Context: an optimization exercise on an open-source flow, tuned for small area. The choices shown serve that exercise and are no tape-out recipe.
Only simulation tests tie the RTL to the original design; equivalence was not proved.
Power and IR drop assume default switching activity.

==> module radio_frontend_top, before the edit <==
module radio_frontend_top
(
   input  logic          radio_clk,
   input  logic          i_reset,
   input  logic [40:0]   i_set,        
   input  logic          i_rb_stb,
   input  logic [7:0]    i_rb_addr,
   input  logic          i_run_rx,
   input  logic          i_run_tx,
   input  logic          i_rx_stb,
   input  logic [31:0]   i_rx_data,    
   input  logic          i_tx_stb,
   input  logic [31:0]   i_tx_data,
   input  logic [31:0]   i_db_gpio_in,
   input  logic [31:0]   i_misc_in,
   output logic          o_rb_valid,
   output logic [31:0]   o_rb_data,
   output logic [1:0]    o_rx_stb,
   output logic [63:0]   o_rx_data,
   output logic [0:0]    o_tx_stb,
   output logic [31:0]   o_tx_data,
   output logic [31:0]   o_db_gpio_out,
   output logic [31:0]   o_db_gpio_ddr,
   output logic [2:0]    o_radio_led,
   output logic [31:0]   o_misc_out
);
   wire        set_stb  = i_set[40];
   wire [7:0]  set_addr = i_set[39:32];
   wire [31:0] set_data = i_set[31:0];
   wire hit_db = (set_addr[7:3] == 5'b10100) & ~(set_addr[2] & set_addr[1]);
   wire hit_fe = (set_addr[7:6] == 2'b11) & (set_addr[3:0] == 4'd0) & (set_addr[5:4] != 2'd0);
   logic [31:0] pend_data;
   logic [2:0]  pend_idx;     
   logic        pend_db, pend_fe;
   always_ff @(posedge radio_clk)
   begin
      pend_data <= set_data;
      pend_idx  <= {set_addr[2],
                    set_addr[1] | (set_addr[6] & set_addr[5]),
                    set_addr[0] | (set_addr[6] & set_addr[4])};
      if (i_reset)
      begin
         pend_db <= 1'b0;
         pend_fe <= 1'b0;
      end
      else
      begin
         pend_db <= set_stb & hit_db;
         pend_fe <= set_stb & hit_fe;
      end
   end
   wire [31:0] wdata = i_reset ? 32'd0 : pend_data;
   wire we_idle = pend_db & (pend_idx == 3'd0);
   wire we_rx   = pend_db & (pend_idx == 3'd1);
   wire we_tx   = pend_db & (pend_idx == 3'd2);
   wire we_fdx  = pend_db & (pend_idx == 3'd3);
   wire we_ddr  = pend_db & (pend_idx == 3'd4);
   wire we_misc = pend_db & (pend_idx == 3'd5);
   wire we_rx0  = pend_fe & (pend_idx[1:0] == 2'd2);
   wire we_rx1  = pend_fe & (pend_idx[1:0] == 2'd3);
   logic [31:0] atr_idle, atr_rx, atr_tx, atr_fdx, ddr, misc;
   logic [2:0]  fe_tx, fe_rx0, fe_rx1;
   always_ff @(posedge radio_clk)
   begin
      if (i_reset)
         fe_tx <= 3'd0;
      else if (set_stb & (set_addr == SR_TX_FE_BASE))
         fe_tx <= set_data[2:0];
   end
   always_ff @(posedge radio_clk)
   begin
      if (i_reset | we_idle) atr_idle <= wdata;
      if (i_reset | we_rx)   atr_rx   <= wdata;
      if (i_reset | we_tx)   atr_tx   <= wdata;
      if (i_reset | we_fdx)  atr_fdx  <= wdata;
      if (i_reset | we_ddr)  ddr      <= wdata;
      if (i_reset | we_misc) misc     <= wdata;
      if (i_reset | we_rx0)  fe_rx0   <= wdata[2:0];
      if (i_reset | we_rx1)  fe_rx1   <= wdata[2:0];
   end
   logic run_rx_r, run_tx_r;
   always_ff @(posedge radio_clk)
   begin
      if (i_reset)
      begin
         run_rx_r <= 1'b0;
         run_tx_r <= 1'b0;
      end
      else
      begin
         run_rx_r <= i_run_rx;
         run_tx_r <= i_run_tx;
      end
   end
   always_comb
   begin
      case ({run_tx_r, run_rx_r})
         2'b00:   o_db_gpio_out = atr_idle;
         2'b01:   o_db_gpio_out = atr_rx;
         2'b10:   o_db_gpio_out = atr_tx;
         default: o_db_gpio_out = atr_fdx;
      endcase
   end
   assign o_db_gpio_ddr = ddr;
   assign o_misc_out    = misc;
   assign o_radio_led   = {run_rx_r & ~run_tx_r, run_tx_r, run_rx_r};
   logic [31:0] gpio_s, misc_s, rb_in_n;
   logic        rb_misc;
   always_ff @(posedge radio_clk)
   begin
      gpio_s <= i_db_gpio_in;
      misc_s <= i_misc_in;
      o_rb_valid <= i_rb_stb & ~i_reset;
      rb_misc <= i_rb_addr == RB_MISC_OUT;
      rb_in_n <= ~(({32{i_rb_addr == RB_GPIO_IN}} & gpio_s) |
                   ({32{i_rb_addr == RB_MISC_IN}} & misc_s));
   end
   assign o_rb_data = ~rb_in_n | ({32{rb_misc}} & misc);
   function automatic logic [15:0] flips(input logic [15:0] x);
      logic [15:0] p;
      p[0] = 1'b0;
      for (int i = 1; i < 16; i++)
         p[i] = p[i-1] | x[i-1];
      flips = p | {16{x[15] & ~p[15]}};
   endfunction
   function automatic logic [31:0] correct(input logic [31:0] w, input logic [15:0] fi,
                                           input logic [15:0] fq, input logic [2:0] c);
      logic ni, nq;
      logic [15:0] a, b;
      ni = c[2] ? c[0] : c[1];
      nq = c[2] ? c[1] : c[0];
      a = w[31:16] ^ (fi & {16{ni}});
      b = w[15:0]  ^ (fq & {16{nq}});
      correct = c[2] ? {b, a} : {a, b};
   endfunction
   logic [31:0] rx_r, tx_r;
   logic        rx_stb_r, tx_stb_r;
   always_ff @(posedge radio_clk)
   begin
      rx_r <= i_rx_data;
      tx_r <= correct(i_tx_data, flips(i_tx_data[31:16]), flips(i_tx_data[15:0]), fe_tx);
      rx_stb_r <= i_rx_stb & ~i_reset;
      tx_stb_r <= i_tx_stb & ~i_reset;
   end
   wire [15:0] rx_fi = flips(rx_r[31:16]);
   wire [15:0] rx_fq = flips(rx_r[15:0]);
   assign o_rx_stb  = {2{rx_stb_r}};
   assign o_tx_stb  = tx_stb_r;
   assign o_rx_data = {correct(rx_r, rx_fi, rx_fq, fe_rx1), correct(rx_r, rx_fi, rx_fq, fe_rx0)};
   assign o_tx_data = tx_r;
endmodule
export LEC_CHECK = 0
export CAP_MARGIN = 20
export CORE_MARGIN = 2
export CORE_UTILIZATION = 40
export SLEW_MARGIN = 20
create_clock -name core_clock -period 5.0 [get_ports {radio_clk}]
standard.sh (not shown) runs the stock make flow with config.mk's settings and CLKGATE_MAP_FILE= SYNTH_SCRIPT=/design/flow/synth_recipe.tcl, a recipe that flattens the netlist after the stock synthesis.
==> flow/flow/run.sh <==
#!/bin/bash
set -euo pipefail
LIB=$FLOW_HOME/platforms/sky130hd/lib/sky130_fd_sc_hd__tt_025C_1v80.lib
RES=orfs/results/sky130hd/radio_frontend_top/base
CONE_DELAY=${CONE_DELAY:-1600}
SEEDS=${SEEDS:-1 2 3 4}
export BUFFER_PORTS_ARGS="-buffer_cell sky130_fd_sc_hd__buf_1"
export CTS_ARGS="-sink_clustering_enable -repair_clock_nets -dont_use_dummy_load -buf_list sky130_fd_sc_hd__clkbuf_8 -sink_clustering_size 16 -sink_clustering_max_diameter 60"

bash standard.sh synth > log_standard_synth.log 2>&1

mkdir -p models alt
python3 flow/mkmodels.py $LIB models/comb.v models/seq.v > log_mkmodels.log 2>&1
cp $RES/1_2_yosys.v alt/standard.v
python3 flow/tagq.py alt/standard.v alt/standard_tagged.v > log_tagq_standard.log 2>&1

# alt_synth.tcl: synth_recipe.tcl with the ABC hook sourced first
{ echo "source $PWD/flow/abc_hook.tcl"; cat synth_recipe.tcl; } > alt/alt_synth.tcl

pids=()
for seed in $SEEDS; do
  sed "s/SEED/$seed/" flow/area.abc > alt/area_s$seed.abc
  sed -e "s/SEED/$seed/" -e "s/DELAY/$CONE_DELAY/" flow/cone.abc > alt/cone_s$seed.abc
  sed -e "s#WORK_HOME=\([^ ]*\)/orfs #WORK_HOME=\1/orfs_alt$seed #" \
      -e "s#SYNTH_SCRIPT=[^ ]*#SYNTH_SCRIPT=$PWD/alt/alt_synth.tcl#" standard.sh > alt/synth_s$seed.sh
  ( ALT_ABC_SCRIPT=$PWD/alt/area_s$seed.abc ALT_CONE_SCRIPT=$PWD/alt/cone_s$seed.abc \
      bash alt/synth_s$seed.sh synth > log_alt_synth_s$seed.log 2>&1 || true ) &
  pids+=($!)
done
wait "${pids[@]}" || true

best=""; best_area=""
for seed in $SEEDS; do
  f=orfs_alt$seed/results/sky130hd/radio_frontend_top/base/1_2_yosys.v
  st=orfs_alt$seed/reports/sky130hd/radio_frontend_top/base/synth_stat.txt
  [[ -s $f && -s $st ]] || { echo "seed $seed: no netlist" >> log_alt_summary.log; continue; }
  if ! python3 flow/regs.py alt/standard.v $f > log_regs_s$seed.log 2>&1; then
    echo "seed $seed: registers differ, dropped" >> log_alt_summary.log; continue
  fi
  python3 flow/tagq.py $f alt/tagged_s$seed.v > log_tagq_s$seed.log 2>&1
  sed -e "s#GOLD#alt/standard_tagged.v#" -e "s#GATE#alt/tagged_s$seed.v#" flow/eq.ys > alt/eq_s$seed.ys
  if yosys -s alt/eq_s$seed.ys > log_eq_s$seed.log 2>&1; then
    a=$(grep "Chip area" $st | head -1 | awk '{print $NF}')
    echo "seed $seed: area $a, same registers, equivalent" >> log_alt_summary.log
    if [[ -z "$best" ]] || awk "BEGIN{exit !($a < $best_area)}"; then best=$f; best_area=$a; fi
  else
    echo "seed $seed: NOT equivalent, dropped" >> log_alt_summary.log
  fi
done

if [[ -n "$best" ]]; then
  echo "using $best ($best_area)" >> log_alt_summary.log
  cp alt/standard.v $RES/1_2_yosys.standard.v
  cp $best $RES/1_2_yosys.v
  rm -f $RES/1_synth.odb $RES/1_synth.sdc
else
  echo "keeping the standard netlist" >> log_alt_summary.log
fi

bash standard.sh > log_standard_flow.log 2>&1
Other scripts of this flow, unchanged in this note and not shown: flow/flow/abc_hook.tcl, flow/flow/area.abc, flow/flow/cone.abc, flow/flow/dont_use.txt, flow/flow/eq.ys, flow/flow/flops.v, flow/flow/mkmodels.py, flow/flow/regs.py, flow/flow/tagq.py
Rerun with:
--- a/flow/design.v
+++ b/flow/design.v
@@ -127,20 +127,20 @@
    end
    assign o_db_gpio_ddr = ddr;
    assign o_misc_out    = misc;
    assign o_radio_led   = {run_rx_r & ~run_tx_r, run_tx_r, run_rx_r};
-   logic [31:0] gpio_s, misc_s, rb_in_n;
+   logic [31:0] gpio_s, misc_s, rb_in;
    logic        rb_misc;
    always_ff @(posedge radio_clk)
    begin
       gpio_s <= i_db_gpio_in;
       misc_s <= i_misc_in;
       o_rb_valid <= i_rb_stb & ~i_reset;
       rb_misc <= i_rb_addr == RB_MISC_OUT;
-      rb_in_n <= ~(({32{i_rb_addr == RB_GPIO_IN}} & gpio_s) |
-                   ({32{i_rb_addr == RB_MISC_IN}} & misc_s));
+      rb_in <= ({32{i_rb_addr == RB_GPIO_IN}} & gpio_s) |
+               ({32{i_rb_addr == RB_MISC_IN}} & misc_s);
    end
-   assign o_rb_data = ~rb_in_n | ({32{rb_misc}} & misc);
+   assign o_rb_data = rb_in | ({32{rb_misc}} & misc);
    function automatic logic [15:0] flips(input logic [15:0] x);
       logic [15:0] p;
       p[0] = 1'b0;
       for (int i = 1; i < 16; i++)
Effect: Cell area rises by about 1%. Maximum frequency rises by about 2.4%. Non-clock buffer count rises by 1. Global-route usage falls by 0.82 points. Core utilization rises by 0.25 points. Critical path depth rises by 7. Setup slack gets better by 0.11 ns. Power is about the same. Sequential cell count does not change. Hold slack gets better by 0.080 ns. Sequential share of layout area falls by 0.59 points.

[afterwards: timing with drivers on the ports]
How much do the figures lean on ideal ports? The routed layouts below were timed once more, with nothing changed but the port constraints.
Step 1 (the two cells are an assumption about what drives the block):
set clk [get_ports {radio_clk}]
set_driving_cell -lib_cell sky130_fd_sc_hd__clkbuf_16 $clk
set_driving_cell -lib_cell sky130_fd_sc_hd__buf_2 [delete_from_list [all_inputs] $clk]
Step 2 also shifts input and output timing later by t, the mid clock arrival at the registers, as if the neighbouring blocks saw the same clock.
Three values: ideal, step 1, step 2; two values: the first two.
| run | t, ns | setup WS [ns] | clock arrival spread, ns |
|---|---|---|---|
| the first run | 0.629 | 0.440 / 0.391 / 0.178 | 0.060 / 0.061 |
| the second run | 0.583 | 0.548 / 0.527 / -0.007 | 0.070 / 0.070 |
Met with ideal ports but missed after step 2: setup timing in the second run. The setup slack of the second run, which loses most, moves by -0.021 ns with the drivers and by -0.555 ns with both steps.
